This is an optimization exercise on Yosys and OpenROAD, whose aim is small area, not a production implementation.
Only simulation tests tie the RTL to the original design; equivalence was not proved.
Power and IR drop assume default switching activity.

== sierra ==
Design hpm_event_counters, start of the top module:
module hpm_event_counters
#(
  parameter int NUM_COUNTERS = 8,
  parameter int NUM_EVENTS   = 32,
  parameter int NUM_LANES    = 2,
  parameter int CNT_WIDTH    = 64
) (
  input  logic                            clk_i,
  input  logic                            rstn_i,
  input  logic [11:0]                     addr_i,
  input  logic                            we_i,
  input  logic [63:0]                     data_i,
  output logic [63:0]                     data_o,
  input  logic [NUM_EVENTS*NUM_LANES-1:0] events_i,
  output logic                            ovf_irq_o
);
Size: ~610 flip-flops.
make LEC_CHECK=0 ABC_AREA=1 CAP_MARGIN=20 CORE_MARGIN=2 CORE_UTILIZATION=40 SLEW_MARGIN=20 finish   # period 6.2 ns
run.sh (not shown) runs the stock make flow with config.mk's settings and CLKGATE_MAP_FILE= SYNTH_SCRIPT=/design/flow/synth_recipe.tcl, a recipe that flattens the netlist after the stock synthesis.
sierra has completed all stages; timing, DRC and antenna checks passed.
Changes in onyx relative to sierra:
- CTS_CLUSTER_DIAMETER now 40, previously not set
- CTS_BUF_LIST now sky130_fd_sc_hd__clkbuf_8, previously not set
- CTS_CLUSTER_SIZE now 14, previously not set
--- outcome ---
Compared with sierra, leakage power of the design in onyx increased slightly.
onyx -> sierra: wire length after detailed routing flat
onyx vs sierra, layout clock buffer count went up by 15.
Compared onyx vs sierra, and final worst slack is down in onyx.
onyx ended with more delay of the slowest cell on the worst path than sierra.
onyx vs. sierra: share of the synthesized netlist area taken by xor and xnor gates was more or less identical; wire length of the first global-routing pass was more or less identical; insertion delay of the later-clocked pin in the worst-skew pair went up by 0.13 ns.
Of onyx and sierra, onyx shows the lower multi-input combinational area share, with sierra above it.
Diff onyx..sierra | met1 track demand over resource | negligible
Compared with sierra, onyx is the more power-hungry design.
Setup changes, onyx to yarrow
- CTS_CLUSTER_DIAMETER no longer set, was 40
- CTS_BUF_LIST no longer set, was sky130_fd_sc_hd__clkbuf_8
- CTS_CLUSTER_SIZE no longer set, was 14
==> flow/flow/run.sh (new file) <==
#!/bin/bash
# Own layout flow: the standard ORFS flow, with two changes.
#  1. Synthesis is the standard flow's synthesis script (synth_recipe.tcl, with ORFS's
#     synth.tcl) except that the final ABC mapping uses flow/area.abc, an
#     area-oriented mapping script. Registers are untouched by ABC, so their
#     names and cell types are those of the standard synthesis.
#  2. Port buffers are the smallest buffer cell (buffer_ports -buffer_cell).
# Every tool's output goes to a log file in the work folder.
set -euo pipefail
WORK=$PWD
FD=$WORK/flow
export MY_ABC_SCRIPT=$FD/area.abc

# ORFS's synth.tcl with the ABC script replaced.
python3 - "$FLOW_HOME/scripts/synth.tcl" "$WORK/my_synth.tcl" <<'PY'
import sys
s = open(sys.argv[1]).read()
old = "  log_cmd abc {*}$abc_args\n"
assert s.count(old) == 1, "synth.tcl abc call not found"
s = s.replace(old, "  log_cmd abc -script $::env(MY_ABC_SCRIPT) {*}[lrange $abc_args 2 end]\n")
open(sys.argv[2], "w").write(s)
PY
# The standard flow's synthesis wrapper, sourcing the modified synth.tcl.
python3 - "$WORK/synth_recipe.tcl" "$WORK/my_synth_recipe.tcl" "$WORK/my_synth.tcl" <<'PY'
import sys
s = open(sys.argv[1]).read()
old = "source $::env(SCRIPTS_DIR)/synth.tcl"
assert s.count(old) == 1, "synth_recipe.tcl source line not found"
open(sys.argv[2], "w").write(s.replace(old, "source " + sys.argv[3]))
PY

bash standard.sh SYNTH_SCRIPT="$WORK/my_synth_recipe.tcl" \
  BUFFER_PORTS_ARGS="-buffer_cell sky130_fd_sc_hd__buf_1" finish > "$WORK/flow_make.log" 2>&1
test -f "$WORK/out/final.def"
==> flow/flow/area.abc (new file) <==
strash; &get -n; &st; &dch -f; &nf -a -R 1000; &put
==> flow/standard.sh (new file) <==
#!/bin/bash
# synth_recipe.tcl (not shown) runs the flow's synth.tcl, then flattens the netlist and writes it again
# the make line also repeats each setting of config.mk as NAME=value (left out here)
make -C /OpenROAD-flow-scripts/flow DESIGN_CONFIG=/design/flow/config.mk WORK_HOME=/design/flow/orfs CLKGATE_MAP_FILE= SYNTH_SCRIPT=/design/flow/synth_recipe.tcl "${@:-finish}"
removed: flow/run.sh
Findings:
The final layouts of yarrow and onyx pass the timing, design-rule and antenna checks.
Looking at critical path's slowest cell, the o21ai_1 result is from yarrow; the nor3_2 one comes from onyx.
The setup slack of yarrow is larger than that of onyx.
yarrow reports a lower final cell count than onyx does.
Of the two values seen for uppermost layer routed, met5 was produced by yarrow and met4 by onyx.
Between yarrow and onyx, the final weighted congestion in routability-driven placement is lower for onyx.

Setup of lane 1:
hpm_event_counters, a different RTL version from the one above (not shown whole).
Size: roughly 29000 um^2 of cells after synthesis.
Settings: LEC_CHECK=0, ABC_AREA=1, CAP_MARGIN=20, CORE_MARGIN=2, CORE_UTILIZATION=35, GPL_TIMING_DRIVEN=0, PLACE_DENSITY=0.5, SETUP_SLACK_MARGIN=0.3, SLEW_MARGIN=5; clock period 6.2 ns.
standard.sh (not shown) runs the stock make flow with config.mk's settings and CLKGATE_MAP_FILE= SYNTH_SCRIPT=/design/flow/synth_recipe.tcl, a recipe that flattens the netlist after the stock synthesis.
==> flow/flow/run.sh <==
#!/bin/bash
# Own layout flow: the standard ORFS flow (standard.sh), with these changes.
#  1. Synthesis is the standard flow's synthesis script (synth_recipe.tcl, with ORFS's
#     synth.tcl) except that:
#     - Yosys's extract_fa step is skipped;
#     - the final ABC mapping uses flow/area.abc, an area-oriented script;
#     - the counter bit cells and read bit cells (modules hpm_cbit_even,
#       hpm_cbit_odd, hpm_rbit_even and hpm_rbit_odd, which hold no
#       registers) are kept as modules through synthesis and then replaced
#       by the hand-mapped netlists of the same functions in flow/cells.v,
#       before the design is flattened as synth_recipe.tcl does;
#     - module hpm_cctl (two copies of each counter's write controls, one per
#       half of its bit cells) is also kept through ABC, so that ABC does not
#       merge the two copies back into one.
#     Registers are mapped before ABC and untouched by these steps, so their
#     names and cell types are those of the standard synthesis.
#  2. Port buffers are the smallest buffer cell (buffer_ports -buffer_cell).
#  3. Clock tree synthesis uses clkbuf_4, sink clusters of up to 10 (40 um across) and no
#     dummy loads.
# Every tool's output goes to a log file in the work folder (flow_make.log,
# and ORFS's own per-step logs under orfs/logs).
set -euo pipefail
WORK=$PWD
FD=$WORK/flow
export MY_ABC_SCRIPT=$FD/area.abc
CELL_MODS="hpm_cbit_even hpm_cbit_odd hpm_rbit_even hpm_rbit_odd"
KEEP_MODS="$CELL_MODS hpm_cctl"

# ORFS's synth.tcl with extract_fa skipped and the ABC script replaced.
python3 - "$FLOW_HOME/scripts/synth.tcl" "$WORK/my_synth.tcl" <<'PY'
import sys
s = open(sys.argv[1]).read()
for old, new in [
    ("  log_cmd abc {*}$abc_args\n",
     "  log_cmd abc -script $::env(MY_ABC_SCRIPT) {*}[lrange $abc_args 2 end]\n"),
    ("  extract_fa {*}[dont_use_extract_fa_args]\n", ""),
]:
    assert s.count(old) == 1, "synth.tcl: line not found: " + old
    s = s.replace(old, new)
open(sys.argv[2], "w").write(s)
PY
# The standard flow's synthesis wrapper, sourcing the modified synth.tcl and then
# swapping in the hand-mapped bit cells.
python3 - "$WORK/synth_recipe.tcl" "$WORK/my_synth_recipe.tcl" "$WORK/my_synth.tcl" "$FD/cells.v" "$CELL_MODS" <<'PY'
import sys
s = open(sys.argv[1]).read()
old = "source $::env(SCRIPTS_DIR)/synth.tcl\n"
assert s.count(old) == 1, "synth_recipe.tcl source line not found"
new = "source %s\n" % sys.argv[3]
for m in sys.argv[5].split():
    new += "delete %s\n" % m
new += "read_verilog %s\n" % sys.argv[4]
open(sys.argv[2], "w").write(s.replace(old, new))
PY

bash standard.sh SYNTH_SCRIPT="$WORK/my_synth_recipe.tcl" \
  SYNTH_KEEP_MODULES="$KEEP_MODS" \
  BUFFER_PORTS_ARGS="-buffer_cell sky130_fd_sc_hd__buf_1" \
  CTS_ARGS="-sink_clustering_enable -repair_clock_nets -buf_list sky130_fd_sc_hd__clkbuf_4 -sink_clustering_size 10 -sink_clustering_max_diameter 40 -dont_use_dummy_load" \
  "${MY_TARGET:-finish}" > "$WORK/flow_make.log" 2>&1
[ -n "${MY_TARGET:-}" ] || test -f "$WORK/out/final.def"
Other scripts of this flow, unchanged in this note and not shown: flow/flow/area.abc, flow/flow/cells.v
Every stage of the flow completed for lane 1, and the final layout passed the timing, design-rule and antenna checks.
Input-level comparison between lane 2 and lane 1:
Settings: swapping 20 for 5 in CAP_MARGIN; clearing SETUP_SLACK_MARGIN, which used to be 0.3.
-- flow/flow/run.sh --
<<< lane 1, line 18
#  3. Clock tree synthesis uses clkbuf_4, sink clusters of up to 10 (40 um across) and no
>>> lane 2, line 18
#  3. Clock tree synthesis uses clkbuf_4, sink clusters of up to 12 (35 um across) and no
<<< lane 1, line 59
  CTS_ARGS="-sink_clustering_enable -repair_clock_nets -buf_list sky130_fd_sc_hd__clkbuf_4 -sink_clustering_size 10 -sink_clustering_max_diameter 40 -dont_use_dummy_load" \
>>> lane 2, line 59
  CTS_ARGS="-sink_clustering_enable -repair_clock_nets -buf_list sky130_fd_sc_hd__clkbuf_4 -sink_clustering_size 12 -sink_clustering_max_diameter 35 -dont_use_dummy_load" \
--- outcome ---
- Every stage of lane 2 finished as expected; the final checks, on the other hand, flagged setup timing, which means the layout fails.
- The lower power share of the combinational group came out of lane 2.
- Shortest period the worst path allows, lane 1 and lane 2, lower one = lane 1.
- The share of the final layout cell area in sequential cells on lane 2 is in line with that on lane 1.
- Setup slack: lane 2 less than lane 1
- Summary of lane 2 over lane 1: total stage count of the critical path held, total power climbed 2.8%, routed metal-1 wirelength shows no meaningful change, number of antenna violations at the first check in global routing higher.
- | via total after detailed routing | lane 2 vs lane 1 | better |
- A slowest library cell on the worst path of or3_4 is what lane 2 shows, while a22oi_1 belongs to lane 1.
- Of lane 1 and lane 2, lane 2 shows the lower non-clock buffer count, with lane 1 above it.
- Fmax: lane 2 lower than lane 1

== build 84 ==
hpm_event_counters, a different RTL version from the one above (not shown whole).
For scale: about 0.028 sq mm of cells after synthesis.
clock: 6.2 ns
lec_check: 0
abc_area: 1
cap_margin: 0
core_margin: 2
core_utilization: 35
gpl_timing_driven: 0
place_density: 0.5
slew_margin: 0
==> flow/flow/run.sh <==
#!/bin/bash
# Own layout flow: the standard ORFS flow (standard.sh), with these changes.
#  1. Synthesis is the standard flow's synthesis script (synth_recipe.tcl, with ORFS's
#     synth.tcl) except that:
#     - Yosys's extract_fa step is skipped;
#     - the final ABC mapping uses flow/area.abc, an area-oriented script;
#     - the counter bit cells and read bit cells (modules hpm_cbit_even,
#       hpm_cbit_odd, hpm_rbit_even and hpm_rbit_odd, which hold no
#       registers) are kept as modules through synthesis and then replaced
#       by the hand-mapped netlists of the same functions in flow/cells.v,
#       before the design is flattened as synth_recipe.tcl does.
#     Registers are mapped before ABC and untouched by these steps, so their
#     names and cell types are those of the standard synthesis.
#  2. Port buffers are the smallest buffer cell (buffer_ports -buffer_cell).
#  3. Clock tree synthesis uses clkbuf_4, sink clusters of up to 10 (40 um across) and no
#     dummy loads.
# Every tool's output goes to a log file in the work folder (flow_make.log,
# and ORFS's own per-step logs under orfs/logs).
set -euo pipefail
WORK=$PWD
FD=$WORK/flow
export MY_ABC_SCRIPT=$FD/area.abc
CELL_MODS="hpm_cbit_even hpm_cbit_odd hpm_rbit_even hpm_rbit_odd"

# ORFS's synth.tcl with extract_fa skipped and the ABC script replaced.
python3 - "$FLOW_HOME/scripts/synth.tcl" "$WORK/my_synth.tcl" <<'PY'
import sys
s = open(sys.argv[1]).read()
for old, new in [
    ("  log_cmd abc {*}$abc_args\n",
     "  log_cmd abc -script $::env(MY_ABC_SCRIPT) {*}[lrange $abc_args 2 end]\n"),
    ("  extract_fa {*}[dont_use_extract_fa_args]\n", ""),
]:
    assert s.count(old) == 1, "synth.tcl: line not found: " + old
    s = s.replace(old, new)
open(sys.argv[2], "w").write(s)
PY
# The standard flow's synthesis wrapper, sourcing the modified synth.tcl and then
# swapping in the hand-mapped bit cells.
python3 - "$WORK/synth_recipe.tcl" "$WORK/my_synth_recipe.tcl" "$WORK/my_synth.tcl" "$FD/cells.v" "$CELL_MODS" <<'PY'
import sys
s = open(sys.argv[1]).read()
old = "source $::env(SCRIPTS_DIR)/synth.tcl\n"
assert s.count(old) == 1, "synth_recipe.tcl source line not found"
new = "source %s\n" % sys.argv[3]
for m in sys.argv[5].split():
    new += "delete %s\n" % m
new += "read_verilog %s\n" % sys.argv[4]
open(sys.argv[2], "w").write(s.replace(old, new))
PY

bash standard.sh SYNTH_SCRIPT="$WORK/my_synth_recipe.tcl" \
  SYNTH_KEEP_MODULES="$CELL_MODS" \
  BUFFER_PORTS_ARGS="-buffer_cell sky130_fd_sc_hd__buf_1" \
  CTS_ARGS="-sink_clustering_enable -repair_clock_nets -buf_list sky130_fd_sc_hd__clkbuf_4 -sink_clustering_size 10 -sink_clustering_max_diameter 40 -dont_use_dummy_load" \
  "${MY_TARGET:-finish}" > "$WORK/flow_make.log" 2>&1
[ -n "${MY_TARGET:-}" ] || test -f "$WORK/out/final.def"
Other scripts of this flow, unchanged in this note and not shown: flow/flow/area.abc, flow/flow/cells.v
Both conditions hold for build 84: the flow ran to the end and the final layout passed the timing, design-rule and antenna checks.
The following lists how build 93 was set up differently from build 84:
- SLEW_MARGIN changed from 0 to 20
- CAP_MARGIN changed from 0 to 20
Findings:
- Compared build 93 against build 84; final core utilization within noise.
- A master of the slowest instance on the critical path of sky130_fd_sc_hd__a222oi_1 is what build 93 shows, while sky130_fd_sc_hd__dfrtp_2 belongs to build 84.
- Looking at clock power across both flows, build 93 is the stronger of the two, with build 84 trailing.
- Relative to build 84, sum of met3 wire segment lengths after detailed routing has gone up in build 93.
- On shortest period the worst path allows, build 84 beats build 93.
- [compare] base=build 84 new=build 93: sequential share of cell area essentially unchanged; post-cts resize count decreased 8; number of buffer and inverter instances along the worst setup path decreased 1; final area essentially unchanged.
- The setup slack of build 93 is smaller than that of build 84.
- Between build 93 and build 84, the total wirelength of the detailed-routed design figures differ only marginally.
- Build 93 finished all stages; the layout is clean.
Setup changes, build 93 to build 21
-- flow/flow/run.sh --
<<< build 93, line 14
#  2. Port buffers are the smallest buffer cell (buffer_ports -buffer_cell).
#  3. Clock tree synthesis uses clkbuf_4, sink clusters of up to 10 (40 um across) and no
#     dummy loads.
>>> build 21, line 14
#  2. Port buffers are the smallest buffer cell (buffer_ports -buffer_cell).
#  3. Clock tree synthesis uses clkbuf_4, sink clusters of up to 12 (35 um across) and no
#     dummy loads.
<<< build 93, line 54
  BUFFER_PORTS_ARGS="-buffer_cell sky130_fd_sc_hd__buf_1" \
  CTS_ARGS="-sink_clustering_enable -repair_clock_nets -buf_list sky130_fd_sc_hd__clkbuf_4 -sink_clustering_size 10 -sink_clustering_max_diameter 40 -dont_use_dummy_load" \
  "${MY_TARGET:-finish}" > "$WORK/flow_make.log" 2>&1
>>> build 21, line 54
  BUFFER_PORTS_ARGS="-buffer_cell sky130_fd_sc_hd__buf_1" \
  CTS_ARGS="-sink_clustering_enable -repair_clock_nets -buf_list sky130_fd_sc_hd__clkbuf_4 -sink_clustering_size 12 -sink_clustering_max_diameter 35 -dont_use_dummy_load" \
  "${MY_TARGET:-finish}" > "$WORK/flow_make.log" 2>&1
### Flow results
Looking at class of the tightest hold or removal check, the input port to async pin result is from build 93; the register to register one comes from build 21.
Going from build 93 to build 21, internal power grew by a few percent.
Between build 21 and build 93, the via count does not differ in any meaningful way.
The wire length reported by the detailed router was comparable across build 93 and build 21.
Here is what was changed in the inputs of build 55 compared with build 21.
- changing CAP_MARGIN from 20 to 5
- changing SLEW_MARGIN from 20 to 5
-- flow/flow/run.sh --
<<< build 21, line 14
#  2. Port buffers are the smallest buffer cell (buffer_ports -buffer_cell).
#  3. Clock tree synthesis uses clkbuf_4, sink clusters of up to 12 (35 um across) and no
#     dummy loads.
>>> build 55, line 14
#  2. Port buffers are the smallest buffer cell (buffer_ports -buffer_cell).
#  3. Clock tree synthesis uses clkbuf_4, sink clusters of up to 10 (40 um across) and no
#     dummy loads.
<<< build 21, line 54
  BUFFER_PORTS_ARGS="-buffer_cell sky130_fd_sc_hd__buf_1" \
  CTS_ARGS="-sink_clustering_enable -repair_clock_nets -buf_list sky130_fd_sc_hd__clkbuf_4 -sink_clustering_size 12 -sink_clustering_max_diameter 35 -dont_use_dummy_load" \
  "${MY_TARGET:-finish}" > "$WORK/flow_make.log" 2>&1
>>> build 55, line 54
  BUFFER_PORTS_ARGS="-buffer_cell sky130_fd_sc_hd__buf_1" \
  CTS_ARGS="-sink_clustering_enable -repair_clock_nets -buf_list sky130_fd_sc_hd__clkbuf_4 -sink_clustering_size 10 -sink_clustering_max_diameter 40 -dont_use_dummy_load" \
  "${MY_TARGET:-finish}" > "$WORK/flow_make.log" 2>&1
[summary]
Every stage of the flow completed for build 55, and the final layout passed the timing, design-rule and antenna checks.
Post-route fraction of the period consumed by the critical path, build 55 and build 21, higher one = build 21.
The higher slack of the critical path of build 55 and build 21 is in build 55.
Changes observed in build 55 relative to build 21: final standard cell utilization of the core -0.41 points; worst clock skew +0.013 ns; vias after detailed routing ~0 delta.
Lower reg-to-reg setup timing slack was reported by build 21, not build 55.
Re initial DRC count: build 55 and build 21 aren't equal, and the lower value belongs to build 55.

-- what the ideal ports hide --
No port has a modelled driver above. Below, the same layouts with a new extraction and two added sets of constraints.
Step 1: set_driving_cell puts a clkbuf_16 on clk_i and a buf_2 on each other input, an assumption about the parent block.
Step 2 times the ports against the registers' clock, not the clock port: input delays grow and output delays shrink by t, the midpoint of the rising clock arrivals with the driver on.
Three values: no drivers, after step 1, after step 2; two values: the first two.
run | t, ns | setup slack, ns | clock arrival spread, ns | slew at the worst register clock pin (ns)
sierra | 0.677 | 0.434 / 0.413 / 0.413 | 0.030 / 0.030 | 0.06 / 0.06
onyx | 0.797 | 0.346 / 0.321 / 0.321 | 0.054 / 0.054 | 0.08 / 0.08
yarrow | 0.666 | 0.592 / 0.568 / 0.568 | 0.021 / 0.020 | 0.07 / 0.07
lane 1 | 0.970 | 0.376 / 0.356 / -0.186 | 0.159 / 0.159 | 0.11 / 0.11
lane 2 | 1.025 | -0.002 / -0.023 / -0.830 | 0.123 / 0.124 | 0.11 / 0.11
build 84 | 0.950 | 0.329 / 0.254 / 0.313 | 0.161 / 0.160 | 0.12 / 0.12
build 93 | 0.960 | 0.104 / 0.030 / 0.101 | 0.142 / 0.141 | 0.12 / 0.12
build 21 | 1.014 | 0.112 / 0.038 / 0.186 | 0.139 / 0.138 | 0.11 / 0.11
build 55 | 0.968 | 0.326 / 0.254 / 0.313 | 0.171 / 0.170 | 0.11 / 0.11
Met with ideal ports but missed after step 2: setup timing in lane 1. For lane 2, which loses most, drivers alone change the setup slack by -0.021 ns; drivers and shift together by -0.828 ns.
